Context: an optimization exercise on an open-source flow, tuned for small area. The choices shown serve that exercise and are no tape-out recipe.
The RTL was checked by simulation tests, not by an equivalence proof against the original design.
Power is estimated from default activity; no workload was simulated.

**flow/design.v**
```verilog
package fpau_pkg;
	typedef logic [32-1:0] fp_word_t;
	typedef enum logic [3:0] {
		OP_SGNJ  = 4'd2,
		OP_SGNJN = 4'd3,
		OP_SGNJX = 4'd4,
		OP_MAX   = 4'd5,
		OP_MIN   = 4'd6,
		OP_EQ    = 4'd7,
		OP_LT    = 4'd8,
		OP_LE    = 4'd9,
		OP_MOV   = 4'd10,
		OP_F2I   = 4'd11,
		OP_I2F   = 4'd12
	} fp_op_e;
endpackage
`timescale 1ns/1ps
module fpau_unit_a
(
	input  logic [31:0] a,
	input  logic [31:0] b,
	input  logic [3:0]  op,
	input  logic        uns,
	output logic [31:0] y
);
	logic sa, sb;
	assign sa = a[31];
	assign sb = b[31];
	logic lt31, eq, sdiff, klt, ult;
	always_comb
	begin
		logic glt, geq;
		lt31 = 1'b0;
		for (int g = 0; g < 8; g++)
		begin
			glt = 1'b0;
			geq = 1'b1;
			for (int i = 4 * g; i < 4 * g + 4 && i < 31; i++)
			begin
				glt = (!a[i] && b[i]) || (!(a[i] ^ b[i]) && glt);
				geq = geq && !(a[i] ^ b[i]);
			end
			lt31 = glt || (geq && lt31);
		end
	end
	assign eq    = &(a ~^ b);
	assign sdiff = sa ^ sb;
	assign klt   = sdiff ? sa : lt31;
	assign ult   = sdiff ? sb : lt31;
	logic d_sgnj, d_sgnjn, d_sgnjx, d_max, d_min, d_eq, d_lt, d_le, d_mov, d_f2i, d_i2f;
	assign d_sgnj  = op == 4'd2;
	assign d_sgnjn = op == 4'd3;
	assign d_sgnjx = op == 4'd4;
	assign d_max   = op == 4'd5;
	assign d_min   = op == 4'd6;
	assign d_eq    = op == 4'd7;
	assign d_lt    = op == 4'd8;
	assign d_le    = op == 4'd9;
	assign d_mov   = op == 4'd10;
	assign d_f2i   = op == 4'd11;
	assign d_i2f   = op == 4'd12;
	logic       neg;
	logic [4:0] r;
	assign neg = !uns && sa;
	always_comb
	begin
		logic bw;
		bw = 1'b1;
		for (int k = 0; k < 5; k++)
		begin
			r[k] = !a[23 + k] ^ bw;
			bw = bw && a[23 + k];
		end
	end
	logic sh_f2i;
	assign sh_f2i = !op[2];
	logic [31:0] shin;
	always_comb
		for (int i = 0; i < 32; i++)
			if (i == 0)
				shin[i] = sh_f2i || a[0];
			else if (i <= 23)
				shin[i] = sh_f2i ? a[23 - i] : a[i];
			else
				shin[i] = !sh_f2i && a[i];
	logic [31:0] s4, s3, s2, s1, s0;
	logic [4:0]  lz;
	assign lz[4] = sh_f2i ? r[4] : (neg ? &shin[31:16] : ~|shin[31:16]);
	assign s4 = lz[4] ? {shin[15:0], 16'd0} : shin;
	assign lz[3] = sh_f2i ? r[3] : (neg ? &s4[31:24] : ~|s4[31:24]);
	assign s3 = lz[3] ? {s4[23:0], 8'd0} : s4;
	assign lz[2] = sh_f2i ? r[2] : (neg ? &s3[31:28] : ~|s3[31:28]);
	assign s2 = lz[2] ? {s3[27:0], 4'd0} : s3;
	assign lz[1] = sh_f2i ? r[1] : (neg ? &s2[31:30] : ~|s2[31:30]);
	assign s1 = lz[1] ? {s2[29:0], 2'd0} : s2;
	assign lz[0] = sh_f2i ? r[0] : (neg ? s1[31] : !s1[31]);
	assign s0 = lz[0] ? {s1[30:0], 1'd0} : s1;
	logic pick_b, sel_a, sel_b;
	assign pick_b = (d_max && klt) || (d_min && !klt);
	assign sel_b = pick_b;
	assign sel_a = d_sgnj || d_sgnjn || d_sgnjx || d_mov || ((d_max || d_min) && !pick_b);
	always_comb
	begin
		for (int i = 0; i < 31; i++)
			y[i] = (sel_a && a[i]) || (sel_b && b[i]) || (d_f2i && s0[31 - i])
				|| (d_i2f && i < 24 && s0[i + 8]);
		for (int i = 0; i < 5; i++)
			y[24 + i] = y[24 + i] || (d_i2f && lz[i]);
		y[0] = y[0] || (d_eq && eq) || (d_lt && ult) || (d_le && (ult || eq));
		y[31] = (d_sgnj && sb) || (d_sgnjn && !sb) || (d_sgnjx && sdiff)
			|| (((d_max || d_min) && !pick_b || d_mov) && sa) || (sel_b && sb)
			|| (d_f2i && s0[0]) || (d_i2f && (|s0[7:0]));
	end
endmodule
module fpau_unit_b
(
	input  logic [31:0] s,      
	input  logic [31:0] a,
	input  logic [3:0]  op,
	input  logic        uns,
	output logic        conv,   
	output logic        kill,   
	output logic [31:0] y
);
	logic d_f2i, d_i2f;
	assign conv = op == 4'd11 || op == 4'd12;
	assign d_f2i = !op[2];
	assign d_i2f = op[2];
	logic       sa, neg;
	logic [7:0] e;
	logic       e_lt127, e_ge158, e_ge159, f2i_zero;
	assign sa = a[31];
	assign neg = !uns && sa;
	assign e = a[30:23];
	assign e_lt127 = !e[7] && !(&e[6:0]);
	assign e_ge158 = e[7] && (e[6] || e[5] || (&e[4:1]));
	assign e_ge159 = e[7] && (e[6] || e[5] || (&e[4:0]));
	assign f2i_zero = e_lt127 || (uns ? (sa || e_ge159) : e_ge158);
	logic [31:0] nin, nout;
	always_comb
	begin
		logic any;
		for (int i = 0; i < 32; i++)
			nin[i] = (i < 24 || d_f2i) && s[i];
		any = d_i2f && s[31];
		for (int g = 0; g < 8; g++)
		begin
			logic inner;
			inner = any;
			for (int j = 0; j < 4; j++)
			begin
				nout[4 * g + j] = nin[4 * g + j] ^ (neg && inner);
				inner = inner || nin[4 * g + j];
			end
			any = any || (|nin[4 * g +: 4]);
		end
	end
	logic [4:0] lz;
	logic       ovf, i2f_zero;
	logic [4:0] lzp1;
	logic [7:0] i2f_exp;
	assign lz = s[28:24];
	assign ovf = !nout[23];
	assign i2f_zero = !neg && !s[23];
	always_comb
	begin
		logic c;
		c = 1'b1;
		for (int k = 0; k < 5; k++)
		begin
			lzp1[k] = lz[k] ^ c;
			c = c && lz[k];
		end
	end
	assign i2f_exp = (&lz && !ovf) ? 8'h7F : {3'b100, ovf ? ~lz : ~lzp1};
	assign kill = d_f2i ? f2i_zero : i2f_zero;
	assign y[22:0] = nout[22:0];
	assign y[31:23] = d_f2i ? nout[31:23] : {neg, i2f_exp};
endmodule
`timescale 1ns/1ps
module fpau_top
(
	input  logic                    pclk,
	input  logic                    rst_n,
	input  logic                    psel,
	input  logic                    penable,
	input  logic                    pwrite,
	input  logic [5-1:0] paddr,
	input  fpau_pkg::fp_word_t      pwdata,
	output fpau_pkg::fp_word_t      prdata,
	output logic                    pready,
	output logic                    pslverr
);
	logic [31:0] opa_q;
	logic [31:0] opb_q;
	logic [3:0]  op_q;
	logic        uns_q;
	logic [31:0] res_q;
	logic        done_q;
	logic        pend_q;    
	logic access, wr, wr_a, wr_b, launch;
	assign access = psel && penable;
	assign wr     = access && pwrite;
	assign wr_a   = wr && paddr == 5'h00;
	assign wr_b   = wr && paddr == 5'h04;
	assign launch = wr && paddr == 5'h08;
	assign pready  = 1'b1;
	assign pslverr = access && ((paddr[4] && paddr[3:0] != 4'd0)
		|| (pwrite && (paddr == 5'h0C || paddr == 5'h10)));
	logic rd_a, rd_b, rd_c, rd_r, rd_s;
	assign rd_a = paddr == 5'h00;
	assign rd_b = paddr == 5'h04;
	assign rd_c = paddr == 5'h08;
	assign rd_r = paddr == 5'h0C;
	assign rd_s = paddr == 5'h10;
	always_comb
	begin
		prdata = ({32{rd_a}} & opa_q) | ({32{rd_b}} & opb_q) | ({32{rd_r}} & res_q);
		prdata[3:0] = prdata[3:0] | ({4{rd_c}} & op_q);
		prdata[4] = prdata[4] | (rd_c && uns_q);
		prdata[0] = prdata[0] | (rd_s && done_q);
	end
	logic [31:0] res_a;
	logic [31:0] res_b;
	logic        conv_b;
	logic        kill_b;
	fpau_unit_a u_unit_a (
		.a   (opa_q),
		.b   (opb_q),
		.op  (pwdata[3:0]),
		.uns (pwdata[4]),
		.y   (res_a)
	);
	fpau_unit_b u_unit_b (
		.s    (res_q),
		.a    (opa_q),
		.op   (op_q),
		.uns  (uns_q),
		.conv (conv_b),
		.kill (kill_b),
		.y    (res_b)
	);
	logic ld_a, hd_a, ld_b, hd_b, ld_r, hd_r;
	assign ld_a = rst_n && wr_a;
	assign hd_a = rst_n && !wr_a;
	assign ld_b = rst_n && wr_b;
	assign hd_b = rst_n && !wr_b;
	logic ld_c, hd_c;
	assign ld_c = rst_n && launch;
	assign hd_c = rst_n && !launch;
	logic fin_r;
	assign fin_r = rst_n && pend_q && conv_b && !kill_b;    
	assign ld_r = rst_n && launch;
	assign hd_r = rst_n && !launch && !(pend_q && conv_b);
	always_ff @(posedge pclk)
	begin
		opa_q  <= ({32{ld_a}} & pwdata) | ({32{hd_a}} & opa_q);
		opb_q  <= ({32{ld_b}} & pwdata) | ({32{hd_b}} & opb_q);
		res_q  <= ({32{ld_r}} & res_a) | ({32{fin_r}} & res_b) | ({32{hd_r}} & res_q);
		op_q   <= ({4{ld_c}} & pwdata[3:0]) | ({4{hd_c}} & op_q);
		uns_q  <= (ld_c && pwdata[4]) || (hd_c && uns_q);
		done_q <= ld_c || (hd_c && done_q);
		pend_q <= ld_c;
	end
endmodule
```
**flow/flow/area.abc**
```
strash
ifraig
dc2
&get -n
&deepsyn -T 60
&put
dch -f
map -a
strash
dch -f
map -a
strash
dch -f
amap -F 10 -A 50
topo
```
**flow/constraint.sdc**
```tcl
create_clock -name core_clock -period 10.0 [get_ports {pclk}]
set_input_delay 2.0000 -clock core_clock [delete_from_list [all_inputs] [get_ports {pclk}]]
set_output_delay 2.0000 -clock core_clock [all_outputs]
set_load 0.01 [all_outputs]
```
**flow/standard.sh**
```bash
#!/bin/bash
# synth_recipe.tcl (not shown) runs the flow's synth.tcl, then flattens the netlist and writes it again
# the make line also repeats each setting of config.mk as NAME=value (left out here)
make -C /OpenROAD-flow-scripts/flow DESIGN_CONFIG=/design/flow/config.mk WORK_HOME=/design/flow/orfs CLKGATE_MAP_FILE= SYNTH_SCRIPT=/design/flow/synth_recipe.tcl "${@:-finish}"
```
**flow/config.mk**
```make
export PLATFORM = sky130hd
export DESIGN_NAME = fpau_top
export DESIGN_NICKNAME = fpau_top
export VERILOG_FILES = /design/flow/design.v
export SDC_FILE = /design/flow/constraint.sdc
export NUM_CORES = 4
export LEC_CHECK = 0
export ABC_AREA = 1
export CAP_MARGIN = 20
export CORE_MARGIN = 2
export CORE_UTILIZATION = 40
export SLEW_MARGIN = 20
```
**flow/flow/run.sh**
```bash
#!/bin/bash
# Own layout flow: the standard ORFS flow, with
#  - combinational logic mapped by ABC with flow/area.abc (registers come
#    from the unchanged synthesis script, so their names and cells match the
#    standard synthesis; checked below against a reference run),
#  - no half/full adder extraction (ABC maps those gates too),
#  - minimum-size port buffers,
#  - clock tree of clkbuf_8 without dummy loads.
set -euo pipefail
W=$(pwd)
F=$W/flow

# reference: the standard synthesis, in its own work folder
sed -e "s#WORK_HOME=[^ ]*#WORK_HOME=$W/orfs_ref#" standard.sh > std_ref.sh
bash std_ref.sh synth > log_ref_synth.log 2>&1

# own synthesis script: synth_recipe.tcl with ABC's script swapped
{
	echo 'proc abc {args} {'
	echo '  set i [lsearch -exact $args -script]'
	echo '  if {$i >= 0} { lset args [expr {$i + 1}] $::env(OWN_ABC_SCRIPT) }'
	echo '  yosys abc {*}$args'
	echo '}'
	cat synth_recipe.tcl
} > own_synth.tcl
export OWN_ABC_SCRIPT=$F/area.abc
sed -e "s#SYNTH_SCRIPT=[^ ]*#SYNTH_SCRIPT=$W/own_synth.tcl#" standard.sh > own.sh

EXTRA=(
	"BUFFER_PORTS_ARGS=-buffer_cell sky130_fd_sc_hd__buf_1"
	"ADDER_MAP_FILE="
	"CTS_ARGS=-sink_clustering_enable -repair_clock_nets -dont_use_dummy_load -buf_list sky130_fd_sc_hd__clkbuf_8"
)
bash own.sh "${EXTRA[@]}" synth > log_own_synth.log 2>&1

# the registers must be the standard synthesis's: same names, same cells
R=orfs_ref/results/sky130hd/fpau_top/base/1_2_yosys.v
O=orfs/results/sky130hd/fpau_top/base/1_2_yosys.v
grep -E '^\s*sky130_fd_sc_hd__(df|edf|sdf)' $R | awk '{print $1, $2}' | sort > regs_ref.txt
grep -E '^\s*sky130_fd_sc_hd__(df|edf|sdf)' $O | awk '{print $1, $2}' | sort > regs_own.txt
if ! cmp -s regs_ref.txt regs_own.txt; then
	echo "register mismatch with the standard synthesis" | tee log_regcheck.log
	exit 1
fi
echo "registers match: $(wc -l < regs_own.txt)" > log_regcheck.log

bash own.sh "${EXTRA[@]}" finish > log_own_finish.log 2>&1
```
==> summary.txt, run 1 <==
- The run finished with no timing, DRC or antenna violations.
- The number of setup buffers added after CTS is 0.
- The sum of routed wire length over all layers is 33,900 um.
- The number of diodes is 0.
- sky130_fd_sc_hd__clkinv_1 is the most common cell in the netlist.
- Max-cap violations in this run came to 0.
- For this run, the total global-route usage over all layers was measured as 0.361.
- The initial antenna violation count is 0.
- The TritonCTS clock tree is yes.
- In this run the number of H-tree levels came out at 3.
- For this design, the sink count on the clock tree is 103.
- Setup repair after global routing left no endpoint under its margin.
- The wire-length estimate of the detail-placed layout is 25,300 um.
- The data required time at the worst endpoint is approximately 10,000 ps.
- The number of remaining DRC errors is 0.
- The number of cells produced by synthesis is around 970.
- The number of hold violations in the final report is 0.
- For this run the aggregate overflow at the end of global routing stands at 0.
- For this run, asynchronously set or reset flops after synthesis account for 0.
- The clock slew seen by the registers of the worst setup and hold paths is 110 ps.
- The path class of the lowest-slack min-delay path is flop to flop.
- The overall power after layout is 0.000807 W.
- The worst-case register-to-register setup slack is 590 ps.
- The remaining number of nets flagged by the antenna check after routing is 0.
- Clock tree synthesis inserted a total of 9 buffers.
- Clock latency on the worst-skew pair, taken at its later pin, is approximately 400 ps.
- For this design the ratio of total power to cell area is 102 mW/mm2.
- The via count of the first global-routing pass was 8,064.
- For the worst flop-to-flop path, the logic depth is 30.
- The element type at the critical path start is an input pin.
- The core footprint is 0.0172 mm2.
- The synthesized design spends more area on one cell type than any other, namely sky130_fd_sc_hd__dfxtp_1.
- The area growth from synthesis to layout is 13.8%.
- For this run, the register share of the synthesized area comes to 0.296.
- The post-detailed-route wirelength per cell is about 26 um.
- The xor and xnor fraction of the mapped netlist area is 0.
- The endpoint class of the critical path is a flop.
- Of the total power, the share spent switching nets is 0.331.
- The number of flip-flops and latches in the synthesized netlist is roughly 100.
- The placer congestion estimate is 1.02.
- Adding up every negative setup slack in the final design gives 0 ps.
- The main flop type after synthesis is sky130_fd_sc_hd__dfxtp_1.
- At the end of the flow, the number of nets in the layout was roughly 1,100.
- The worst-case IR drop observed on VDD is approximately 63 uV.
- The maximum clock frequency is 0.106 GHz.
- Measured along the x axis, the die boundary spans 136 um.
- At the worst endpoint, the arrival time is 9750 ps.
- The final standard cell count with taps included and fillers excluded is ~1,300.
- The number of optimization iterations in the first detailed-route pass is 10.
- The initial core utilization is 0.405.
- The normalized max-slew margin is 0.257.
- The share of final-layout standard cells stronger than drive strength 1 is 0.0438.
- The worst hold path terminates at done_q$_DFF_P_.
- The net switching component of the power is between 0.0002 and 0.0003 W.
- The portion of total power attributed to combinational logic is 0.203.
- For this block, the via count after detailed routing is 9,029.
- The clock period could shrink to around 9400 ps.
- By area the synthesized netlist is led by sky130_fd_sc_hd__dfxtp_1 30%, sky130_fd_sc_hd__o22ai_1 14%, sky130_fd_sc_hd__clkinv_1 8.9%.
- The final-report max-slew violation count is 0.
- Setup violations remaining at the end of the flow were counted as 0.
- Of the post-synthesis cell area, the dominant cell type holds 0.296.
- The dominant combinational cell family by area after synthesis is compound AO/OA/AOI/OAI gates.
- The hold path startpoint is done_q$_DFF_P_.
- In this run, post-CTS hold repair placed 0 buffers.
- The number of buffers between clock root and the deepest sink is 2.
- Yosys printed 10 warnings.
- The net count of the mapped netlist is 1,009.
- The sequential fraction of design power is 0.512.
- The number of core rows is 48.
- The area fraction in compound gates after synthesis is 0.457.
- The worst hold path passes through 2 cells.
- The initial DRC count is 1,277.
- Of the total synthesized cell area, the portion taken by AND, OR, NAND and NOR gates is 0.156.
- The proportion of synthesized area in mux cells is 0.
- The full die area is 0.0185 mm2.
- Cell internal power was estimated by the tool at 0.000540 W.
- Of all nets on the critical path, the largest fanout is 16.
- The actual slew at the worst max-slew pin is 1110 ps.
- Of the total synthesized cell area, the portion taken by full adders, half adders and majority gates is 0.
- The type of the worst setup path is input pin to flop.
- In this run, placement finished with an instance count of 1,289.
- The cell area that synthesis handed to floorplanning was 0.00696 mm2.
- Clock tree synthesis selected as its root buffer the cell sky130_fd_sc_hd__clkbuf_8.
- The number of gates resized after CTS is 0.
- The largest net degree at the start of global routing is 34.
- The commonest cells after synthesis are 165 x sky130_fd_sc_hd__clkinv_1, 160 x sky130_fd_sc_hd__o22ai_1, 103 x sky130_fd_sc_hd__dfxtp_1.
- Counting flops with a built-in enable in the synthesized netlist gives 0.
- In the finished design, the share of the clock period the worst path needs comes to 0.943.
- The source of the worst register-to-register timing path is opa_q[23]$_DFF_P_.
- For the final database, setup skew stands at around 25 ps.
- The detailed-route vias per instance is 6.95.
- Buffers placed on the I/O ports in this run total 74.
- Each instance of the synthesized netlist takes up on average 7.20 um2.
- The count of different cell masters after synthesis is 47.
- The overall die height is 136 um.
- Of the total power, the clock network draws 0.284.
- The first-pass GRT wire length is 49,700 um.
- The endpoint identified for the worst register-to-register timing path is res_q[11]$_DFF_P_.
- The analysis attributes to cell leakage a power of 2.34 nW.
- For this design the top-level I/O count stands at 76.
how the worst max path moves through the flow:
stage / cells past startpoint / end / slack [ps] / startpoint
after floorplan: 26 / res_q[15]$_DFF_P_ / 150 / pwdata[4]
after global placement: 30 / res_q[11]$_DFF_P_ / 230 / pwdata[4]
after detailed placement: 30 / res_q[11]$_DFF_P_ / 250 / pwdata[4]
after CTS: 30 / res_q[11]$_DFF_P_ / 690 / pwdata[4]
after global routing: 30 / res_q[11]$_DFF_P_ / 60 / pwdata[4]
final: 28 / res_q[11]$_DFF_P_ / 570 / pwdata[4]
critical path: stages:
cell and delay [ps]:
sky130_fd_sc_hd__buf_1 180, sky130_fd_sc_hd__nor2_1 130, sky130_fd_sc_hd__nand3_1 110, sky130_fd_sc_hd__or4_1 120, sky130_fd_sc_hd__a31oi_2 100, sky130_fd_sc_hd__nor2_1 720, sky130_fd_sc_hd__clkinvlp_4 560, sky130_fd_sc_hd__o22ai_1 460
sky130_fd_sc_hd__nor4_2 170, sky130_fd_sc_hd__o32ai_4 650, sky130_fd_sc_hd__clkinv_2 330, sky130_fd_sc_hd__o22ai_1 370, sky130_fd_sc_hd__nor3_1 100, sky130_fd_sc_hd__a221oi_1 450, sky130_fd_sc_hd__a31oi_4 80, sky130_fd_sc_hd__clkinv_2 90
sky130_fd_sc_hd__o22ai_1 150, sky130_fd_sc_hd__o32ai_1 600, sky130_fd_sc_hd__a41oi_4 50, sky130_fd_sc_hd__o22ai_1 320, sky130_fd_sc_hd__o22ai_1 160, sky130_fd_sc_hd__a31oi_2 150, sky130_fd_sc_hd__buf_4 200, sky130_fd_sc_hd__clkinv_1 270
sky130_fd_sc_hd__nor2_2 570, sky130_fd_sc_hd__clkinv_1 300, sky130_fd_sc_hd__o221a_1 290, sky130_fd_sc_hd__o2111ai_1 70
layout by cell type (no fill, tap or decap), types with 3 or more instances in the layout:
master	count
sky130_fd_sc_hd__o221ai_1	53
sky130_fd_sc_hd__o211ai_1	7
sky130_fd_sc_hd__nor3_1	25
sky130_fd_sc_hd__o2111ai_1	11
sky130_fd_sc_hd__a21oi_1	38
sky130_fd_sc_hd__a22oi_1	11
sky130_fd_sc_hd__a221oi_1	11
sky130_fd_sc_hd__o221a_1	4
sky130_fd_sc_hd__nand2_1	80
sky130_fd_sc_hd__buf_1	74
sky130_fd_sc_hd__nor2_2	3
sky130_fd_sc_hd__o32a_1	7
sky130_fd_sc_hd__a22o_1	5
sky130_fd_sc_hd__clkbuf_8	9
sky130_fd_sc_hd__a222oi_1	36
sky130_fd_sc_hd__o311a_1	3
sky130_fd_sc_hd__o21a_1	3
sky130_fd_sc_hd__o22ai_1	160
sky130_fd_sc_hd__o21ai_0	61
sky130_fd_sc_hd__nor2_1	85
sky130_fd_sc_hd__a31oi_1	5
sky130_fd_sc_hd__nand3_1	14
sky130_fd_sc_hd__nand2b_1	7
sky130_fd_sc_hd__o22a_1	12
sky130_fd_sc_hd__nor4_1	10
sky130_fd_sc_hd__buf_4	24
sky130_fd_sc_hd__nand4_1	11
sky130_fd_sc_hd__clkinv_1	162
sky130_fd_sc_hd__dfxtp_1	103
cells by family (layout without fill, tap and decap cells):
logic type / Yosys count / count (layout)
flops: 103 / 103
buf+inv: 166 / 272
compound gates: 449 / 450
other cells: 1 / 1
simple gates: 248 / 248
routing by layer:
layer | share of wire | GRT usage | wire length (um)
met5 | 0 | 0 | 0
met4 | 0.035 | 0.132 | 1200
met3 | 0.10 | 0.0634 | 3500
met2 | 0.43 | 0.541 | 14500
met1 | 0.43 | 0.517 | 14700
per-stage QoR:
step	area (um2)	util	worst slack (ps)	hold slack, ps
after floorplan	7030	-	147	427
after global placement	7770	0.452	231	449
after detailed placement	7770	0.452	248	452
after CTS	7890	0.460	686	469
after global routing	7920	0.461	64.5	513
final	7920	0.461	574	466
cell type report:
type | count | area [um2]
fill | 1875 | 9260
multi-input combinational | 699 | 4370
sequential | 103 | 2060
inverter | 165 | 626
timing repair buffer | 98 | 458
tap | 225 | 282
clock buffer | 9 | 124
power by group through the flow:
| stage | clock network (W) | registers [W] | logic [W] |
|---|---|---|---|
| after detailed placement | 0 | 0.000423 | 0.000156 |
| final | 0.000229 | 0.000413 | 0.000164 |
| after floorplan | 0 | 0.000422 | 0.000102 |
| after global routing | 0.000245 | 0.000414 | 0.000176 |
| after CTS | 0.000230 | 0.000413 | 0.000157 |
| after global placement | 0 | 0.000423 | 0.000158 |
registers in the layout (all words and copies together) (netlist names):
signal  count
res_q      32
opb_q      32
pend_q      1
opa_q      32
done_q      1
uns_q       1
op_q        4
==> run 2, diff against run 1 <==
--- a/flow/design.v
+++ b/flow/design.v
@@ -22,5 +22,9 @@
 	input  logic [3:0]  op,
 	input  logic        uns,
-	output logic [31:0] y
+	input  logic        op_en,   
+	input  logic        rd_a,    
+	input  logic        rd_b,    
+	output logic [31:0] y,       
+	output logic [31:0] yc       
 );
 	logic sa, sb;
@@ -28,8 +32,10 @@
 	assign sb = b[31];
 	logic lt31, eq, sdiff, klt, ult;
+	logic eq31;
 	always_comb
 	begin
 		logic glt, geq;
 		lt31 = 1'b0;
+		eq31 = 1'b1;
 		for (int g = 0; g < 8; g++)
 		begin
@@ -42,20 +48,21 @@
 			end
 			lt31 = glt || (geq && lt31);
-		end
-	end
-	assign eq    = &(a ~^ b);
+			eq31 = eq31 && geq;
+		end
+	end
 	assign sdiff = sa ^ sb;
+	assign eq    = eq31 && !sdiff;
 	assign klt   = sdiff ? sa : lt31;
 	assign ult   = sdiff ? sb : lt31;
 	logic d_sgnj, d_sgnjn, d_sgnjx, d_max, d_min, d_eq, d_lt, d_le, d_mov, d_f2i, d_i2f;
-	assign d_sgnj  = op == 4'd2;
-	assign d_sgnjn = op == 4'd3;
-	assign d_sgnjx = op == 4'd4;
-	assign d_max   = op == 4'd5;
-	assign d_min   = op == 4'd6;
-	assign d_eq    = op == 4'd7;
-	assign d_lt    = op == 4'd8;
-	assign d_le    = op == 4'd9;
-	assign d_mov   = op == 4'd10;
+	assign d_sgnj  = op_en && op == 4'd2;
+	assign d_sgnjn = op_en && op == 4'd3;
+	assign d_sgnjx = op_en && op == 4'd4;
+	assign d_max   = op_en && op == 4'd5;
+	assign d_min   = op_en && op == 4'd6;
+	assign d_eq    = op_en && op == 4'd7;
+	assign d_lt    = op_en && op == 4'd8;
+	assign d_le    = op_en && op == 4'd9;
+	assign d_mov   = op_en && op == 4'd10;
 	assign d_f2i   = op == 4'd11;
 	assign d_i2f   = op == 4'd12;
@@ -96,19 +103,24 @@
 	assign lz[0] = sh_f2i ? r[0] : (neg ? s1[31] : !s1[31]);
 	assign s0 = lz[0] ? {s1[30:0], 1'd0} : s1;
-	logic pick_b, sel_a, sel_b;
+	logic pick_b, sel_a, sel_b, pass_a;
 	assign pick_b = (d_max && klt) || (d_min && !klt);
-	assign sel_b = pick_b;
-	assign sel_a = d_sgnj || d_sgnjn || d_sgnjx || d_mov || ((d_max || d_min) && !pick_b);
+	assign sel_b = pick_b || rd_b;
+	assign pass_a = d_sgnj || d_sgnjn || d_sgnjx || d_mov || ((d_max || d_min) && !pick_b);
+	assign sel_a = pass_a || rd_a;
 	always_comb
 	begin
 		for (int i = 0; i < 31; i++)
-			y[i] = (sel_a && a[i]) || (sel_b && b[i]) || (d_f2i && s0[31 - i])
-				|| (d_i2f && i < 24 && s0[i + 8]);
-		for (int i = 0; i < 5; i++)
-			y[24 + i] = y[24 + i] || (d_i2f && lz[i]);
+			y[i] = (sel_a && a[i]) || (sel_b && b[i]);
 		y[0] = y[0] || (d_eq && eq) || (d_lt && ult) || (d_le && (ult || eq));
 		y[31] = (d_sgnj && sb) || (d_sgnjn && !sb) || (d_sgnjx && sdiff)
-			|| (((d_max || d_min) && !pick_b || d_mov) && sa) || (sel_b && sb)
-			|| (d_f2i && s0[0]) || (d_i2f && (|s0[7:0]));
+			|| (((d_max || d_min) && !pick_b || d_mov || rd_a) && sa) || (sel_b && sb);
+	end
+	always_comb
+	begin
+		for (int i = 0; i < 32; i++)
+			yc[i] = (d_f2i && s0[31 - i]) || (d_i2f && i < 24 && s0[i + 8]);
+		for (int i = 0; i < 5; i++)
+			yc[24 + i] = yc[24 + i] || (d_i2f && lz[i]);
+		yc[31] = yc[31] || (d_i2f && (|s0[7:0]));
 	end
 endmodule
@@ -216,10 +228,11 @@
 	always_comb
 	begin
-		prdata = ({32{rd_a}} & opa_q) | ({32{rd_b}} & opb_q) | ({32{rd_r}} & res_q);
+		prdata = res_y | ({32{rd_r}} & res_q);
 		prdata[3:0] = prdata[3:0] | ({4{rd_c}} & op_q);
 		prdata[4] = prdata[4] | (rd_c && uns_q);
 		prdata[0] = prdata[0] | (rd_s && done_q);
 	end
-	logic [31:0] res_a;
+	logic [31:0] res_y;
+	logic [31:0] res_c;
 	logic [31:0] res_b;
 	logic        conv_b;
@@ -229,6 +242,10 @@
 		.b   (opb_q),
 		.op  (pwdata[3:0]),
-		.uns (pwdata[4]),
-		.y   (res_a)
+		.uns   (pwdata[4]),
+		.op_en (pwrite),
+		.rd_a  (rd_a),
+		.rd_b  (rd_b),
+		.y     (res_y),
+		.yc    (res_c)
 	);
 	fpau_unit_b u_unit_b (
@@ -257,5 +274,5 @@
 		opa_q  <= ({32{ld_a}} & pwdata) | ({32{hd_a}} & opa_q);
 		opb_q  <= ({32{ld_b}} & pwdata) | ({32{hd_b}} & opb_q);
-		res_q  <= ({32{ld_r}} & res_a) | ({32{fin_r}} & res_b) | ({32{hd_r}} & res_q);
+		res_q  <= ({32{ld_r}} & (res_y | res_c)) | ({32{fin_r}} & res_b) | ({32{hd_r}} & res_q);
 		op_q   <= ({4{ld_c}} & pwdata[3:0]) | ({4{hd_c}} & op_q);
 		uns_q  <= (ld_c && pwdata[4]) || (hd_c && uns_q);
--- a/flow/flow/run.sh
+++ b/flow/flow/run.sh
@@ -1,5 +1,6 @@
 #!/bin/bash
 # Own layout flow: the standard ORFS flow, with
-#  - combinational logic mapped by ABC with flow/area.abc (registers come
+#  - combinational logic mapped by ABC with each flow/abc_*.abc script,
+#    keeping the smallest (registers come
 #    from the unchanged synthesis script, so their names and cells match the
 #    standard synthesis; checked below against a reference run),
@@ -15,14 +16,32 @@
 bash std_ref.sh synth > log_ref_synth.log 2>&1
 
-# own synthesis script: synth_recipe.tcl with ABC's script swapped
+# own synthesis script: synth_recipe.tcl with ABC run once per script in
+# flow/abc_*.abc, keeping the smallest mapping
 {
-	echo 'proc abc {args} {'
-	echo '  set i [lsearch -exact $args -script]'
-	echo '  if {$i >= 0} { lset args [expr {$i + 1}] $::env(OWN_ABC_SCRIPT) }'
-	echo '  yosys abc {*}$args'
-	echo '}'
+	cat <<'EOT'
+proc abc {args} {
+  set i [lsearch -exact $args -script]
+  set lib [lindex $args [expr {[lsearch -exact $args -liberty] + 1}]]
+  design -save own_pre_abc
+  set best -1
+  foreach script [lsort [glob $::env(OWN_ABC_DIR)/abc_*.abc]] {
+    design -load own_pre_abc
+    lset args [expr {$i + 1}] $script
+    yosys abc {*}$args
+    set out [tee -q -s result.string stat -liberty $lib]
+    regexp {Chip area for module[^:]*:\s*([0-9.]+)} $out -> area
+    puts "own abc: $script area $area"
+    if {$best < 0 || $area < $best} {
+      set best $area
+      design -save own_best_abc
+    }
+  }
+  design -load own_best_abc
+  puts "own abc: kept area $best"
+}
+EOT
 	cat synth_recipe.tcl
 } > own_synth.tcl
-export OWN_ABC_SCRIPT=$F/area.abc
+export OWN_ABC_DIR=$F
 sed -e "s#SYNTH_SCRIPT=[^ ]*#SYNTH_SCRIPT=$W/own_synth.tcl#" standard.sh > own.sh
 
==> flow/flow/abc_b7.abc (new file) <==
strash
ifraig
balance
 rewrite
 refactor
 balance
 rewrite
 rewrite -z
 balance
 refactor -z
 rewrite -z
 balance
dch -f
map -a
strash
dch -f
amap -F 10 -A 50
topo
==> flow/flow/abc_c3.abc (new file) <==
strash
ifraig
dc2
dch -f
map -a
strash
dch -f
map -a
strash
dch -f
amap -F 10 -A 50
topo
==> flow/flow/abc_d3.abc (new file) <==
strash
ifraig
dc2
&get -n
&deepsyn -T 60
&put
dch -f
map -a
strash
dch -f
map -a
strash
dch -f
amap -F 10 -A 50
topo
==> flow/flow/abc_d3m.abc (new file) <==
strash
ifraig
dc2
&get -n
&deepsyn -T 60
&put
dch -f
map -a
strash
dch -f
map -a
strash
dch -f
amap -F 10 -A 50 -m
topo
removed: flow/flow/area.abc
==> run 2 against run 1 <==
Net effect:
- still clean on timing, DRC and antenna
- fmax grew 7.6%
- die area fell by 0.42%
- final area up 0.39%
- area after synthesis decreased by 0.43%
- combinational power decreased by 36%
- worst setup slack improved by 670 ps
- global-route usage down 5.1 points
- register-to-register slack improved by 1200 ps
- critical path type unchanged
- first-iteration DRC count fell by 16%
- critical endpoint is now res_q[5]$_DFF_P_
==> summary.txt, run 2 <==
- The area of placed instances is 0.00783 mm2 (+0.74%).
- The sequential fraction of design power is 0.555 (+0.043).
- The clock slew seen by the registers of the worst setup and hold paths is 90 ps (-20 ps).
- The remaining number of nets flagged by the antenna check after routing was 0 (unchanged).
- The data arrival time at the worst-slack endpoint came to 9010 ps (-740 ps).
- The peak per-stage delay on the critical path is 380 ps (-340 ps).
- The overall fraction of global-route tracks in use is 0.309 (-0.0514).
- The net count of the mapped netlist is 1,020 (+1.1%).
- The worst-case register-to-register setup slack is 1800 ps (+1210 ps).
- The total power per unit cell area was 93.2 mW/mm2 (-8.5%).
- The net switching component of the power was 0.000217 W (-19%).
- After synthesis, the most frequently instantiated cells are 186 x sky130_fd_sc_hd__clkinv_1, 167 x sky130_fd_sc_hd__o22ai_1, 105 x sky130_fd_sc_hd__nor2_1.
- The detailed-route vias per instance is 6.57 (-5.4%).
- The fraction of power consumed by the clock network is 0.303 (+0.019).
- Among all flip-flop cells after synthesis, the most frequent one is sky130_fd_sc_hd__dfxtp_1.
- The initial antenna violation count is 0 (unchanged).
- The total of fill cells in the finished design came to 1,842 (-1.8%).
- The insertion delay to the later sink of the worst-skew pair was 400 ps (about the same).
- The overall power after layout is 0.000741 W (-8.2%).
- The initial DRC count came to 1,079 (-16%).
- In the layout the commonest cells are 180 x sky130_fd_sc_hd__clkinv_1, 161 x sky130_fd_sc_hd__o22ai_1, 103 x sky130_fd_sc_hd__dfxtp_1.
- STA classifies the critical path startpoint as an input pin.
- The total setup violations reported at the end of the flow is 0 (unchanged).
- The sum of routed wire length over all layers is 28,500 um (-16%).
- The die outline width is 136 um (-0.21%).
- The worst register-to-register path begins at opa_q[26]$_DFF_P_.
- The count of different cell masters after synthesis is 44 (-6.4%).
- The residual overflow from global routing is 0 (unchanged).
- The total negative slack for setup checks is 0 ps (unchanged).
- The portion of total power attributed to combinational logic is 0.142 (-0.061).
- From synthesis to final layout, the design area changed by 14.8%.
- The synthesized cell area is 0.00693 mm2 (-0.43%).
- The placer congestion estimate is 1.03 (+1.1%).
- The async set-reset flop share out of synthesis is 0 (unchanged).
- The TritonCTS sink count is 103 (unchanged).
- The mean area per synthesized cell is 7.08 um2 (-1.6%).
- Setup repair after global routing left no endpoint under its margin.
- The area of combinational cells with multiple inputs is 0.00434 mm2 (-0.60%).
- The final-report max-slew violation count is 0 (unchanged).
- The sequential-to-total area share from yosys stat is 0.298 (+0.00128).
- The half-perimeter wire length of the detailed placement result is 21,800 um (-14%).
- The maximum clock frequency was 0.114 GHz (+7.6%).
- The number of H-tree levels is 3 (unchanged).
- The share of final-layout standard cells stronger than drive strength 1 is 0.0500 (+0.00624).
- The maximum fanout count along the critical path is 31 (+15).
- The data required time at the worst endpoint came to 10,250 ps (-70 ps).
- The normalized max-slew margin was 0.383 (+0.127).
- The worst setup path endpoint is res_q[5]$_DFF_P_.
- The number of core rows is 48 (unchanged).
- The minimum period implied by the final worst setup slack is 8760 ps (-665 ps).
- The worst-case reg-to-reg path depth is 32 (+6.7%).
- The full die area is 0.0184 mm2 (-0.42%).
- The share of the synthesized area in the top cell type is 0.298 (+0.00128).
- The flow ran to the end and the layout has no timing, DRC or antenna violations.
- In the post-synthesis netlist, the biggest area contributors are sky130_fd_sc_hd__dfxtp_1 30%, sky130_fd_sc_hd__o22ai_1 15%, sky130_fd_sc_hd__clkinv_1 10%.
- Counting stages on the worst path, the most repeated cell is sky130_fd_sc_hd__clkinv_2.
- The cell at the root of the clock tree is sky130_fd_sc_hd__clkbuf_8.
- The number of input and output port buffers inserted came to 74 (unchanged).
- The fraction of the cycle the final worst path needs came to 0.876 (-0.0665).
- The number of instances on the worst hold path is 2 (unchanged).
- The top-level port count is 76 (unchanged).
- The beginning of the critical path is pwdata[4].
- The number of buffers inserted for hold repair after clock tree synthesis was 0 (unchanged).
- The max-capacitance violation count is 0 (unchanged).
- The number of buffers between clock root and the deepest sink was 2 (unchanged).
- The post-route standard cell area excluding fillers is 0.00795 mm2 (+0.39%).
- The number of cells produced by synthesis was 978 (+1.1%).
- The number of remaining DRC errors was 0 (unchanged).
- The maximum VDD drop came to 67.3 uV (+6.9%).
- The most frequent standard cell in the layout excluding fill and tap cells is sky130_fd_sc_hd__clkinv_1.
- The endpoint class of the critical path is a flop.
- The via count of the first global-routing pass was 7,693 (-4.6%).
- The tightest min-delay check is of the flop to flop type.
- The number of enable flip-flop cells after synthesis is 0 (unchanged).
- The flip-flop and latch area came to 0.00206 mm2 (unchanged).
- The TritonCTS clock tree is yes.
- The switching part of the total power is 0.293 (-0.0379).
- The worst register-to-register path ends at res_q[5]$_DFF_P_.
- The net count reported at finish is 1,124 (+0.54%).
- The static leakage is 2.33 nW (-0.52%).
- The count of yosys warnings during synthesis is 11 (+1).
- The number of flip-flops and latches in the synthesized netlist is 103 (unchanged).
- The type of the worst setup path is input pin to flop.
- The largest individual stage delay along the critical path comes from the cell sky130_fd_sc_hd__nor2_4.
- The worst-case clock skew was 21.6 ps (-3.05 ps).
- The core footprint is 0.0171 mm2 (-0.35%).
- The number of optimization iterations in the first detailed-route pass came to 13 (+3).
- The placed instance count is 1,296 (+0.54%).
- The number of setup buffers added after CTS was 0 (unchanged).
- The number of hold violations in the final report is 0 (unchanged).
- The initial core utilization is 0.405 (about the same).
- The biggest area contributor in the post-synthesis netlist is sky130_fd_sc_hd__dfxtp_1.
- The post-detailed-route wirelength per cell came to 21.8 um (-16%).
- The cell with the most instances after synthesis is sky130_fd_sc_hd__clkinv_1.
- The largest registers in the layout are opa_q x32, opb_q x32, res_q x32.
- The cell-internal power is 0.000524 W (-3.0%).
- The final standard cell count with taps included and fillers excluded is 1,305 (+0.46%).
- The number of gates resized after CTS was 0 (unchanged).
- The largest net degree at the start of global routing is 34 (unchanged).
- The via total after detailed routing is 8,579 (-5.0%).
- The actual slew at the worst max-slew pin is 915 ps (-193 ps).
- The overall die height was 136 um (-0.21%).
- The number of buffers created by CTS was 9 (unchanged).
- The number of diodes is 0 (unchanged).
- The first-pass GRT wire length is 43,800 um (-12%).
[run 2: changes by cell type after synthesis, sizes merged, moves of 8 or more]
cell	before	now
nor3	26	17
o2111ai	11	3
o21bai	0	12
a21oi	38	54
o221ai	53	27
clkinv	165	186
nand2	80	52
a222oi	36	46
nor2	88	105
[run 2: worst min path at each step]
stage                        start              to  slack, ps
global placement    done_q$_DFF_P_  done_q$_DFF_P_        440
detailed placement  done_q$_DFF_P_  done_q$_DFF_P_        480
floorplan           done_q$_DFF_P_  done_q$_DFF_P_        420
finish              done_q$_DFF_P_  done_q$_DFF_P_        490
CTS                 done_q$_DFF_P_  done_q$_DFF_P_        500
global route        done_q$_DFF_P_  done_q$_DFF_P_        520
[run 2: metal layers]
metal / up-vias / part of all wire / track usage
met1: 3932 / 0.42 / 0.423
met5: - / 0 / 0
met3: 95 / 0.089 / 0.0464
li1: 4042 / - / -
met4: 0 / 0.069 / 0.192
met2: 510 / 0.42 / 0.456
[run 2: critical path: cells and delay by family]
kind | cells | cell delay, ps
simple gates | 9 | 1740
compound gates | 15 | 3250
buf+inv | 10 | 1990
[run 2: power by group through the flow]
stage                     Sequential (W)  Clock, W  Combinational (W)
after floorplan                 0.000421         0          0.0000678
after global placement          0.000421         0           0.000102
after detailed placement        0.000421         0           0.000103
after CTS                       0.000411  0.000227           0.000103
after global routing            0.000412  0.000240           0.000114
final                           0.000411  0.000224           0.000105
[run 2: area by class of cell]
cell class	count	area share
multi-input combinational	688	0.546
tap	225	0.0354
inverter	186	0.0897
sequential	103	0.259
clock buffer	9	0.0156
timing repair buffer	94	0.0538
[run 2: metrics by stage]
stage                      util  setup WS, ps  hold WS [ps]
after detailed placement  0.457           925           483
after global routing      0.465           624           516
after floorplan               -          -164           424
after global placement    0.457          1140           443
after CTS                 0.465          1330           498
final                     0.465          1240           485
[run 2: cells by family after synthesis]
logic type | synth area share
compound gates | 0.465
simple gates | 0.135
buf+inv | 0.102
flops | 0.298
other cells | 0.000541
==> run 3, diff against run 2 <==
--- a/flow/design.v
+++ b/flow/design.v
@@ -206,4 +206,8 @@
 	logic [31:0] opa_q;
 	logic [31:0] opb_q;
+	logic [31:0] opa_n;    
+	logic [31:0] opb_n;
+	assign opa_q = ~opa_n;
+	assign opb_q = ~opb_n;
 	logic [3:0]  op_q;
 	logic        uns_q;
@@ -272,6 +276,6 @@
 	always_ff @(posedge pclk)
 	begin
-		opa_q  <= ({32{ld_a}} & pwdata) | ({32{hd_a}} & opa_q);
-		opb_q  <= ({32{ld_b}} & pwdata) | ({32{hd_b}} & opb_q);
+		opa_n  <= ~(({32{ld_a}} & pwdata) | ({32{hd_a}} & opa_q));
+		opb_n  <= ~(({32{ld_b}} & pwdata) | ({32{hd_b}} & opb_q));
 		res_q  <= ({32{ld_r}} & (res_y | res_c)) | ({32{fin_r}} & res_b) | ({32{hd_r}} & res_q);
 		op_q   <= ({4{ld_c}} & pwdata[3:0]) | ({4{hd_c}} & op_q);
==> run 3 against run 2 <==
Net effect:
- sequential power about the same
- wire length shrank 3.6%
- still clean on timing, DRC and antenna
- worst setup slack got worse by 370 ps
- critical endpoint is now res_q[6]$_DFF_P_
- largest cell class unchanged
- flip-flop and latch count is the same
- final area down 2.9%
==> summary.txt, run 3 <==
- The run finished with no timing, DRC or antenna violations.
- The worst register-to-register path ends at res_q[6]$_DFF_P_.
- The critical path is of the input pin to flop type.
- The number of cells produced by synthesis is 984 (+0.61%).
- The share of final-layout standard cells stronger than drive strength 1 is 0.0333 (-0.0167).
- The cell with the most instances after synthesis is sky130_fd_sc_hd__nor2_1.
- The top cell types in the final layout, fill and taps aside, are 173 x sky130_fd_sc_hd__nor2_1, 122 x sky130_fd_sc_hd__a21oi_1, 116 x sky130_fd_sc_hd__clkinv_1.
- The sum of routed wire length over all layers came to 27,400 um (-3.6%).
- The main flop type after synthesis is sky130_fd_sc_hd__dfxtp_1.
- In this run the clock root is driven by a sky130_fd_sc_hd__clkbuf_8.
- The remaining number of nets flagged by the antenna check after routing is 0 (unchanged).
- In this run the worst hold path is classified as flop to flop.
- The number of buffers between clock root and the deepest sink came to 2 (unchanged).
- The top-level port count was 76 (unchanged).
- The area fraction in compound gates after synthesis is 0.460 (-0.00478).
- The maximum VDD drop is 77.0 uV (+14%).
- The residual overflow from global routing is 0 (unchanged).
- The cell with the largest stage delay on the worst path is sky130_fd_sc_hd__a222oi_1.
- The startpoint identified for the worst register-to-register timing path is opa_n[31]$_DFF_P_.
- The number of hold violations in the final report is 0 (unchanged).
- The detailed-route vias per instance is 6.45 (-1.9%).
- The net count of the mapped netlist is 1,026 (+0.59%).
- STA classifies the critical path startpoint as an input pin.
- The area share of fa/ha/maj cells after synthesis is 0 (unchanged).
- The minimum period implied by the final worst setup slack is 9130 ps (+370 ps).
- The worst-case register-to-register setup slack is 1400 ps (-400 ps).
- The number of flip-flops and latches in the synthesized netlist was 103 (unchanged).
- The count of different cell masters after synthesis is 42 (-4.5%).
- The via count of the first global-routing pass is 7,606 (-1.1%).
- By instance count, the cell type seen most on the critical path is sky130_fd_sc_hd__o22ai_1.
- The number of optimization iterations in the first detailed-route pass is 9 (-4).
- The hold path startpoint is done_q$_DFF_P_.
- The normalized max-slew margin is 0.320 (-0.0635).
- The number of buffers created by CTS is 9 (unchanged).
- The half-perimeter wire length of the detailed placement result is 20,800 um (-4.5%).
- The final hold slack is 477 ps (-7.90 ps).
- The placer congestion estimate is 0.998 (-2.8%).
- In the post-synthesis netlist, the biggest area contributors are sky130_fd_sc_hd__dfxtp_1 30%, sky130_fd_sc_hd__nor2_1 9.5%, sky130_fd_sc_hd__o22ai_1 9.4%.
- The largest net degree at the start of global routing is 33 (-2.9%).
- The clock slew seen by the registers of the worst setup and hold paths was 80 ps (about the same).
- The overall die height is 135 um (-0.43%).
- The data required time at the worst endpoint is 10,250 ps (about the same).
- The maximum clock frequency is 0.110 GHz (-4.1%).
- Ranked by instance count, the synthesized netlist is headed by 174 x sky130_fd_sc_hd__nor2_1, 125 x sky130_fd_sc_hd__a21oi_1, 120 x sky130_fd_sc_hd__clkinv_1.
- The overall fraction of global-route tracks in use is 0.301 (-0.00863).
- The worst setup path is captured at a flop.
- The die outline width is 135 um (-0.43%).
- The number of gates resized after CTS is 0 (unchanged).
- The initial antenna violation count is 0 (unchanged).
- The sequential-to-total area share from yosys stat is 0.300 (+0.00266).
- The net count reported at finish was 1,125 (+0.089%).
- The total power per unit cell area came to 96.2 mW/mm2 (+3.3%).
- The number of core rows is 47 (-2.1%).
- The mean area per synthesized cell is 6.98 um2 (-1.5%).
- The full die area is 0.0182 mm2 (-0.86%).
- The most frequent standard cell in the layout excluding fill and tap cells is sky130_fd_sc_hd__nor2_1.
- The met3 layer wire length in the routed design is 2180 um (-14%).
- The final standard cell count with taps included and fillers excluded is 1,301 (-0.31%).
- The worst-case reg-to-reg path depth was 33 (+3.1%).
- The largest registers in the layout are opa_n x32, opb_n x32, res_q x32.
- The total negative slack for setup checks came to 0 ps (unchanged).
- The dominant combinational cell family by area after synthesis is compound AO/OA/AOI/OAI gates.
- The actual slew at the worst max-slew pin is 1010 ps (+92.1 ps).
- The count of yosys warnings during synthesis came to 11 (unchanged).
- The core footprint is 0.0167 mm2 (-2.4%).
- The async set-reset flop share out of synthesis is 0 (unchanged).
- The synthesized cell area was 0.00687 mm2 (-0.88%).
- The via total after detailed routing was 8,389 (-2.2%).
- The total setup violations reported at the end of the flow is 0 (unchanged).
- The TritonCTS clock tree is yes.
- The total routed wire length on the met1 layer is 12,200 um (+2.0%).
- The number of enable flip-flop cells after synthesis is 0 (unchanged).
- The number of setup buffers added after CTS is 0 (unchanged).
- The maximum fanout count along the critical path is 29 (-6.5%).
- The met2 layer wire length in the routed design is 11,700 um (-2.3%).
- The basic-gate share of the synthesized area counting and, or, nand and nor cells came to 0.171 (+0.0360).
- The post-detailed-route wirelength per cell is 21.1 um (-3.3%).
- The proportion of synthesized area in mux cells is 0 (unchanged).
- The max-capacitance violation count is 0 (unchanged).
- The worst-case clock skew is 28.0 ps (+6.44 ps).
- The share of the synthesized area in the top cell type is 0.300 (+0.00266).
- The TritonCTS sink count is 103 (unchanged).
- The placed instance count is 1,291 (-0.39%).
- The number of input and output port buffers inserted came to 74 (unchanged).
- The path with the worst hold slack has its endpoint at done_q$_DFF_P_.
- sky130_fd_sc_hd__dfxtp_1 takes more of the synthesized area than any other cell.
- The highest metal layer with signal wires is met4.
- The synthesis-to-layout area growth is 12.5%.
- The number of H-tree levels was 3 (unchanged).
- The initial DRC count is 903 (-16%).
- Setup repair after global routing left no endpoint under its margin.
- The data arrival time at the worst-slack endpoint is 9380 ps (+370 ps).
- The number of buffers inserted for hold repair after clock tree synthesis is 0 (unchanged).
- The peak per-stage delay on the critical path is 610 ps (+230 ps).
- The number of instances on the worst hold path is 2 (unchanged).
- The beginning of the critical path is pwdata[2].
- The initial core utilization is 0.411 (+0.00640).
- The xor and xnor fraction of the mapped netlist area is 0.00128 (+0.00128).
- The final-report max-slew violation count was 0 (unchanged).
- The first-pass GRT wire length is 42,800 um (-2.3%).
- The static leakage is 2.35 nW (+0.83%).
- The number of remaining DRC errors was 0 (unchanged).
- The insertion delay to the later sink of the worst-skew pair is 400 ps (about the same).
- The number of diodes is 0 (unchanged).
- The fraction of the cycle the final worst path needs came to 0.913 (+0.0370).
-- run 3: cell types whose count changed in the layout (fill, tap and decap cells not counted), moves of 9 or more --
cell,change
sky130_fd_sc_hd__clkinv_1,-64
sky130_fd_sc_hd__nand2_1,-11
sky130_fd_sc_hd__nor2_1,+74
sky130_fd_sc_hd__a222oi_1,-31
sky130_fd_sc_hd__a221oi_1,+10
sky130_fd_sc_hd__o21bai_1,-9
sky130_fd_sc_hd__o22a_1,+32
sky130_fd_sc_hd__a21oi_1,+68
sky130_fd_sc_hd__o22ai_1,-58
-- run 3: cells by family after synthesis --
kind of cell              after synthesis
AOI/OAI and AO/OA                     478
buffers and inverters                 121
xor gates and xnor gates                1
DFF                                   103
other                                   1
and+or+nand+nor                       280
-- run 3: final cells by class --
class | count | area [um2]
clock buffer | 9 | 124
fill | 1822 | 8980
inverter | 120 | 455
multi-input combinational | 760 | 4410
sequential | 103 | 2060
tap | 220 | 275
timing repair buffer | 89 | 394
-- run 3: worst max path at each step --
stage | cells after the start | endpoint
floorplan | 28 | res_q[4]$_DFF_P_
global route | 29 | res_q[15]$_DFF_P_
finish | 31 | res_q[6]$_DFF_P_
CTS | 29 | res_q[4]$_DFF_P_
detailed placement | 32 | res_q[4]$_DFF_P_
global placement | 29 | res_q[4]$_DFF_P_
-- run 3: power breakdown --
group | switching [W] | total [W] | leakage, nW | internal [W]
Sequential | 0.00000111 | 0.000412 | 0.832 | 0.000410
Clock | 0.000138 | 0.000219 | 0.0647 | 0.0000812
Combinational | 0.0000796 | 0.000113 | 1.45 | 0.0000331
Total | 0.000218 | 0.000743 | 2.35 | 0.000525
-- run 3: critical path, delay by kind of cell --
kind	cells	cell delay (ps)
AOI/OAI and AO/OA	17	4000
and+or+nand+nor	5	750
buffers and inverters	9	2630
-- run 3: metrics by stage --
step           setup WS (ps)  cell area [um2]  total power (W)   util
2_1_floorplan            141             6900         0.000492      -
3_3_place_gp             841             7590         0.000531  0.454
3_5_place_dp             662             7590         0.000531  0.454
4_1_cts                 1040             7710         0.000745  0.462
5_1_grt                  134             7720         0.000772  0.462
6_report                 869             7720         0.000743  0.462
-- run 3: per-layer routing --
layer  global-route usage  up-vias
li1                     -     4035
met5                    0        -
met1                0.407     3907
met3               0.0586       62
met2                0.454      385
met4                0.156        0
==> run 4, diff against run 3 <==
--- a/flow/design.v
+++ b/flow/design.v
@@ -213,4 +213,6 @@
 	logic        uns_q;
 	logic [31:0] res_q;
+	logic [31:0] res_n;    
+	assign res_q = ~res_n;
 	logic        done_q;
 	logic        pend_q;    
@@ -278,5 +280,5 @@
 		opa_n  <= ~(({32{ld_a}} & pwdata) | ({32{hd_a}} & opa_q));
 		opb_n  <= ~(({32{ld_b}} & pwdata) | ({32{hd_b}} & opb_q));
-		res_q  <= ({32{ld_r}} & (res_y | res_c)) | ({32{fin_r}} & res_b) | ({32{hd_r}} & res_q);
+		res_n  <= ~(({32{ld_r}} & (res_y | res_c)) | ({32{fin_r}} & res_b) | ({32{hd_r}} & res_q));
 		op_q   <= ({4{ld_c}} & pwdata[3:0]) | ({4{hd_c}} & op_q);
 		uns_q  <= (ld_c && pwdata[4]) || (hd_c && uns_q);
==> run 4 against run 3 <==
Net effect:
- flip-flop and latch count is the same
- non-clock buffer count grew 1
- largest power group unchanged
- worst hold slack got worse by 17 ps
- highest routed layer unchanged
- clock power fell by 3%
- sequential share of layout area hardly changed
- combinational power grew 12%
- fmax decreased by 1.7%
- die area shrank 0.13%
- via count rose by 0.36%
==> summary.txt, run 4 <==
- The switching part of the total power is 0.296 (+0.00174).
- The insertion delay to the later sink of the worst-skew pair is 400 ps (about the same).
- The data arrival time at the worst-slack endpoint is 9560 ps (+180 ps).
- The number of buffers created by CTS is 9 (unchanged).
- The worst min-delay path endpoint is done_q$_DFF_P_.
- The sequential-to-total area share from yosys stat was 0.301 (+0.000384).
- The total setup violations reported at the end of the flow is 0 (unchanged).
- In the layout the commonest cells are 176 x sky130_fd_sc_hd__nor2_1, 120 x sky130_fd_sc_hd__a21oi_1, 103 x sky130_fd_sc_hd__dfxtp_1.
- The cell-internal power is 0.000529 W (+0.73%).
- The tightest min-delay check is of the flop to flop type.
- The net switching component of the power is 0.000222 W (+1.6%).
- By count the netlist is led by 178 x sky130_fd_sc_hd__nor2_1, 120 x sky130_fd_sc_hd__a21oi_1, 104 x sky130_fd_sc_hd__clkinv_1.
- The residual overflow from global routing was 0 (unchanged).
- The worst-case reg-to-reg path depth is 33 (unchanged).
- The full die area was 0.0182 mm2 (-0.13%).
- The cell with the largest stage delay on the worst path is sky130_fd_sc_hd__nor2_1.
- The synthesis-to-layout area growth is 12.6% (about the same).
- The number of enable flip-flop cells after synthesis is 0 (unchanged).
- The maximum fanout count along the critical path is 37 (+28%).
- The least setup slack across all paths after layout is 710 ps (-159 ps).
- The normalized max-slew margin is 0.288 (-0.0318).
- The remaining number of nets flagged by the antenna check after routing came to 0 (unchanged).
- The async set-reset flop share out of synthesis is 0 (unchanged).
- The number of H-tree levels came to 3 (unchanged).
- The final-report max-slew violation count was 0 (unchanged).
- The static leakage came to 2.41 nW (+2.6%).
- The count of different cell masters after synthesis was 47 (+12%).
- The source of the worst register-to-register timing path is opa_n[23]$_DFF_P_.
- The detailed-route vias per instance came to 6.50 (+0.82%).
- The largest net degree at the start of global routing is 38 (+15%).
- The number of diodes came to 0 (unchanged).
- The initial antenna violation count came to 0 (unchanged).
- The type of the worst setup path is input pin to flop.
- The number of hold violations in the final report came to 0 (unchanged).
- The overall fraction of global-route tracks in use is 0.286 (-0.0147).
- The synthesized cell area came to 0.00686 mm2 (-0.13%).
- The number of gates resized after CTS is 0 (unchanged).
- CTS placed an instance of sky130_fd_sc_hd__clkbuf_8 at the clock tree root.
- The half-perimeter wire length of the detailed placement result came to 20,100 um (-3.3%).
- The first-pass GRT wire length is 40,900 um (-4.4%).
- The number of cells produced by synthesis is 977 (-0.71%).
- The overall die height was 135 um (about the same).
- The number of buffers inserted for hold repair after clock tree synthesis was 0 (unchanged).
- The final hold slack is 460 ps (-16.8 ps).
- The maximum VDD drop is 62.3 uV (-19%).
- The actual slew at the worst max-slew pin is 1070 ps (+60.5 ps).
- The portion of total power attributed to combinational logic is 0.167 (+0.015).
- The library cell with the largest summed area after synthesis is sky130_fd_sc_hd__dfxtp_1.
- The number of instances on the worst hold path came to 2 (unchanged).
- The max-capacitance violation count is 0 (unchanged).
- The top-level port count is 76 (unchanged).
- The worst-case clock skew is 34.1 ps (+6.04 ps).
- The initial DRC count is 1,230 (+36%).
- The total negative slack for setup checks is 0 ps (unchanged).
- In the synthesized netlist the dominant register cell turns out to be sky130_fd_sc_hd__dfxtp_1.
- The mean area per synthesized cell was 7.02 um2 (+0.59%).
- The largest registers in the layout are opa_n x32, opb_n x32, res_n x32.
- The share of final-layout standard cells stronger than drive strength 1 is 0.0344 (+0.00112).
- The number of core rows is 47 (unchanged).
- The maximum clock frequency is 0.108 GHz (-1.7%).
- The number of flip-flops and latches in the synthesized netlist is 103 (unchanged).
- The die outline width is 135 um (about the same).
- The cell with the most instances after synthesis is sky130_fd_sc_hd__nor2_1.
- The number of optimization iterations in the first detailed-route pass is 9 (unchanged).
- The endpoint identified for the worst register-to-register timing path is res_n[18]$_DFF_P_.
- The run finished with no timing, DRC or antenna violations.
- The peak per-stage delay on the critical path was 480 ps (-130 ps).
- The data required time at the worst endpoint was 10,270 ps (+20 ps).
- The via count of the first global-routing pass is 7,421 (-2.4%).
- The number of setup buffers added after CTS was 0 (unchanged).
- The via total after detailed routing is 8,419 (+0.36%).
- The number of buffers between clock root and the deepest sink is 2 (unchanged).
- The net count of the mapped netlist was 1,019 (-0.68%).
- The clock slew seen by the registers of the worst setup and hold paths came to 100 ps (+20 ps).
- The endpoint class of the critical path is a flop.
- The net count reported at finish was 1,119 (-0.53%).
- The number of remaining DRC errors is 0 (unchanged).
- The fraction of power consumed by the clock network is 0.284 (-0.011).
- The TritonCTS sink count is 103 (unchanged).
- The element type at the critical path start is an input pin.
- The initial core utilization is 0.412 (+0.000927).
- The minimum period implied by the final worst setup slack is 9290 ps (+159 ps).
- The number of input and output port buffers inserted is 74 (unchanged).
- The post-detailed-route wirelength per cell was 20.4 um (-3.3%).
- The worst-case register-to-register setup slack is 1800 ps (+400 ps).
- The sequential fraction of design power came to 0.549 (-0.005).
- The pre-CTS setup slack is 496 ps (-165 ps).
- Ranked by total cell area, the synthesized netlist is headed by sky130_fd_sc_hd__dfxtp_1 30%, sky130_fd_sc_hd__nor2_1 9.7%, sky130_fd_sc_hd__a21oi_1 8.8%.
- The share of the synthesized area in the top cell type was 0.301 (+0.000384).
- The startpoint identified for the worst hold timing path is done_q$_DFF_P_.
- The fraction of the cycle the final worst path needs was 0.929 (+0.0159).
- TritonCTS built the clock tree.
- The total power per unit cell area is 97.2 mW/mm2 (+1.0%).
- The placer congestion estimate is 0.982 (-1.6%).
- The most frequent standard cell in the layout excluding fill and tap cells is sky130_fd_sc_hd__nor2_1.
- The core footprint was 0.0166 mm2 (-0.35%).
- The count of yosys warnings during synthesis was 11 (unchanged).
- The sum of routed wire length over all layers was 26,400 um (-3.8%).
- Setup repair after global routing left no endpoint under its margin.
==> run 4: changes by cell type in the layout (fill, tap and decap cells not counted), moves of 8 or more <==
cell / previous run / this run
sky130_fd_sc_hd__nand2_1: 41 / 62
sky130_fd_sc_hd__clkinv_1: 116 / 102
sky130_fd_sc_hd__o22ai_1: 103 / 90
sky130_fd_sc_hd__a221oi_1: 19 / 9
sky130_fd_sc_hd__o22a_1: 49 / 18
sky130_fd_sc_hd__a222oi_1: 15 / 31
sky130_fd_sc_hd__o221ai_1: 23 / 15
sky130_fd_sc_hd__o221a_1: 0 / 27
==> run 4: stage by stage <==
| stage | utilization | area, um2 | std cells | power [W] |
|---|---|---|---|---|
| after global placement | 0.456 | 7590 | 1286 | 0.000544 |
| after detailed placement | 0.456 | 7590 | 1286 | 0.000543 |
| after global routing | 0.464 | 7720 | 1295 | 0.000782 |
| final | 0.464 | 7720 | 1295 | 0.000750 |
| after CTS | 0.464 | 7720 | 1295 | 0.000755 |
| after floorplan | - | 6900 | 977 | 0.000501 |
==> run 4: cell families after synthesis <==
logic type             Yosys count  synth area share
other                            1          0.000547
AND/OR/NAND/NOR                310             0.190
flip-flops                     103             0.301
AO/OA/AOI/OAI                  457             0.449
buffers and inverters          105            0.0580
XOR/XNOR                         1           0.00128
==> run 4: layout make-up <==
cell class / instances / area (um2)
well taps: 220 / 275
inverters: 104 / 393
clock buffers: 9 / 124
multi-input cells: 769 / 4470
flip-flops and latches: 103 / 2060
fillers: 1797 / 8920
repair buffers: 90 / 398
==> run 4: how the worst max path moves through the flow <==
stage / start / to / slack [ps] / cells past startpoint
after global placement: pwdata[4] / res_n[14]$_DFF_P_ / 730 / 31
after detailed placement: pwdata[4] / res_n[14]$_DFF_P_ / 500 / 31
after global routing: pwdata[4] / res_n[18]$_DFF_P_ / 20 / 32
after floorplan: pwdata[4] / res_n[14]$_DFF_P_ / 160 / 29
after CTS: pwdata[4] / res_n[14]$_DFF_P_ / 880 / 31
final: pwdata[4] / res_n[18]$_DFF_P_ / 710 / 33
==> run 4: routing by layer <==
metal | global-route usage | vias up | wire, um
li1 | - | 4002 | -
met1 | 0.427 | 3902 | 12100
met2 | 0.411 | 449 | 10900
met3 | 0.0503 | 66 | 2610
met4 | 0.101 | 0 | 816
met5 | 0 | - | 0
==> run 4: critical path: cells and delay by family <==
family          cells  cell delay (ps)
compound gates     13             2890
simple gates       12             2560
buf+inv             8             2070
==> run 4: power by group through the flow <==
stage	combinational (W)	sequential [W]	clock (W)
floorplan	0.0000798	0.000421	0
global placement	0.000122	0.000421	0
detailed placement	0.000122	0.000421	0
CTS	0.000122	0.000412	0.000220
global route	0.000137	0.000412	0.000232
finish	0.000126	0.000412	0.000213
==> run 5, diff against run 4 <==
--- a/flow/design.v
+++ b/flow/design.v
@@ -38,9 +38,9 @@
 		lt31 = 1'b0;
 		eq31 = 1'b1;
-		for (int g = 0; g < 8; g++)
+		for (int g = 0; g < 4; g++)
 		begin
 			glt = 1'b0;
 			geq = 1'b1;
-			for (int i = 4 * g; i < 4 * g + 4 && i < 31; i++)
+			for (int i = 8 * g; i < 8 * g + 8 && i < 31; i++)
 			begin
 				glt = (!a[i] && b[i]) || (!(a[i] ^ b[i]) && glt);
==> run 5 against run 4 <==
Net effect:
- clock power up 5%
- final area is 3.6% higher
- non-clock buffer count increased by 7
- synthesized cell count increased by 4.5%
- fmax rose by 1.7%
- register-to-register slack improved by 430 ps
- worst setup slack improved by 160 ps
- via count grew 2.3%
- die area up 0.13%
- critical path depth increased by 3
- largest cell class unchanged
==> summary.txt, run 5 <==
- The run finished with no timing, DRC or antenna violations.
- Among all stages on the critical path, the largest delay is contributed by sky130_fd_sc_hd__buf_4.
- The top-level port count is 76 (unchanged).
- The overall die height is 135 um (about the same).
- The async set-reset flop share out of synthesis is 0 (unchanged).
- The largest registers in the layout are opa_n x32, opb_n x32, res_n x32.
- The fraction of power consumed by the clock network is 0.281 (-0.003).
- Setup repair after global routing left no endpoint under its margin.
- The net count reported at finish is 1,171 (+4.6%).
- The library cell with the largest summed area after synthesis is sky130_fd_sc_hd__dfxtp_1.
- The number of optimization iterations in the first detailed-route pass was 6 (-3).
- The die outline width is 135 um (about the same).
- TritonCTS built the clock tree.
- The number of remaining DRC errors is 0 (unchanged).
- CTS placed an instance of sky130_fd_sc_hd__clkbuf_8 at the clock tree root.
- The normalized max-slew margin is 0.358 (+0.0702).
- The net count of the mapped netlist is 1,063 (+4.3%).
- The minimum period implied by the final worst setup slack is 9130 ps (-159 ps).
- The number of buffers between clock root and the deepest sink is 2 (unchanged).
- The startpoint identified for the worst hold timing path is done_q$_DFF_P_.
- The largest net degree at the start of global routing came to 37 (-2.6%).
- The max-capacitance violation count was 0 (unchanged).
- The detailed-route vias per instance is 6.40 (-1.6%).
- The area of combinational cells with multiple inputs is 0.00456 mm2 (+2.1%).
- The cell-internal power was 0.000541 W (+2.3%).
- The least setup slack across all paths after layout is 869 ps (+159 ps).
- The switching part of the total power came to 0.322 (+0.0262).
- The share of final-layout standard cells stronger than drive strength 1 is 0.0603 (+0.0259).
- The mean area per synthesized cell is 6.73 um2 (-4.2%).
- The initial antenna violation count is 0 (unchanged).
- The flip-flop and latch area is 0.00206 mm2 (unchanged).
- The half-perimeter wire length of the detailed placement result is 22,900 um (+14%).
- The residual overflow from global routing came to 0 (unchanged).
- The peak per-stage delay on the critical path is 400 ps (-80 ps).
-- run 5: cell types whose count changed after synthesis, sizes merged, moves of 6 or more --
cell / delta
a2111oi: +6
nand2: -14
o221a: -16
o22ai: +27
nor2: +19
nor3: +6
a21oi: +26
a222oi: -8
o21ai: +7
clkinv: +21
o31ai: -8
-- run 5: worst max-delay path by stage --
stage | start | endpoint
3_5_place_dp | pwdata[2] | res_n[3]$_DFF_P_
6_report | pwdata[2] | res_n[6]$_DFF_P_
3_3_place_gp | pwdata[2] | res_n[23]$_DFF_P_
4_1_cts | pwdata[2] | res_n[3]$_DFF_P_
5_1_grt | pwdata[2] | res_n[6]$_DFF_P_
2_1_floorplan | pwdata[2] | res_n[23]$_DFF_P_
-- run 5: logic make-up (layout without fill, tap and decap cells) --
family	after synthesis	after routing	share of synthesized area
buffers and inverters	126	231	0.0694
and+or+nand+nor	321	321	0.196
AOI/OAI and AO/OA	469	470	0.433
DFF	103	103	0.300
xor gates and xnor gates	1	1	0.00128
other	1	1	0.000546
-- run 5: worst max-delay path, delay by kind of cell --
family	cells	cell delay, ps
and+or+nand+nor	12	1750
buffers and inverters	8	2140
AOI/OAI and AO/OA	16	3470
-- run 5: stage by stage --
stage                     std cells  area (um2)  utilization  TNS (ps)  total power [W]
after detailed placement       1330        7810        0.467         0         0.000573
after CTS                      1339        7930        0.475         0         0.000794
after floorplan                1021        7120            -    -53890         0.000524
after global placement         1330        7810        0.467         0         0.000573
after global routing           1347        8000        0.479         0         0.000833
final                          1347        8000        0.479         0         0.000797
-- run 5: power by group through the flow --
| stage | Sequential [W] | Combinational (W) | Clock (W) |
|---|---|---|---|
| floorplan | 0.000421 | 0.000103 | 0 |
| global placement | 0.000421 | 0.000152 | 0 |
| detailed placement | 0.000421 | 0.000152 | 0 |
| CTS | 0.000412 | 0.000153 | 0.000230 |
| global route | 0.000412 | 0.000174 | 0.000247 |
| finish | 0.000412 | 0.000161 | 0.000224 |
-- run 5: cell type report --
cell class,count,area share
multi-input combinational,793,0.570
sequential,103,0.258
inverter,125,0.0654
timing repair buffer,97,0.0563
tap,220,0.0344
clock buffer,9,0.0155
-- run 5: what timing repair did --
| item | 4_1_cts | 5_1_grt |
|---|---|---|
| gates resized for setup | 0 | 0 |
| buffers inserted | 0 | 7 |
| endpoints found under the setup margin | 0 | 24 |
-- run 5: routing by layer --
| metal | track usage | routed length (um) | vias to the layer above |
|---|---|---|---|
| met5 | 0 | 0 | - |
| met4 | 0.188 | 1810 | 0 |
| met3 | 0.0469 | 2160 | 72 |
| met2 | 0.483 | 12700 | 408 |
| met1 | 0.460 | 13600 | 4025 |
| li1 | - | - | 4111 |

## port drivers added, routing unchanged
In the flow no input, the clock included, has a driving cell. The finished layouts below were timed again as built, in two steps. Step 1 assumes that a clkbuf_16 drives the clock port and a buf_2 every other input. Step 2 times the ports against the registers' clock, not the clock port: input delays grow and output delays shrink by t, the midpoint of the rising clock arrivals with the driver on. Slacks: no drivers / after step 1 / after step 2; pairs: no drivers / after step 1.
run	shift t [ns]	slack for setup (ns)
run 1	0.431	0.574 / 0.588 / 0.157
run 2	0.431	1.239 / 1.262 / 0.831
run 3	0.427	0.869 / 0.877 / 0.450
run 4	0.420	0.710 / 0.731 / 0.311
run 5	0.426	0.869 / 0.880 / 0.454
After both steps every run listed still meets setup and hold.
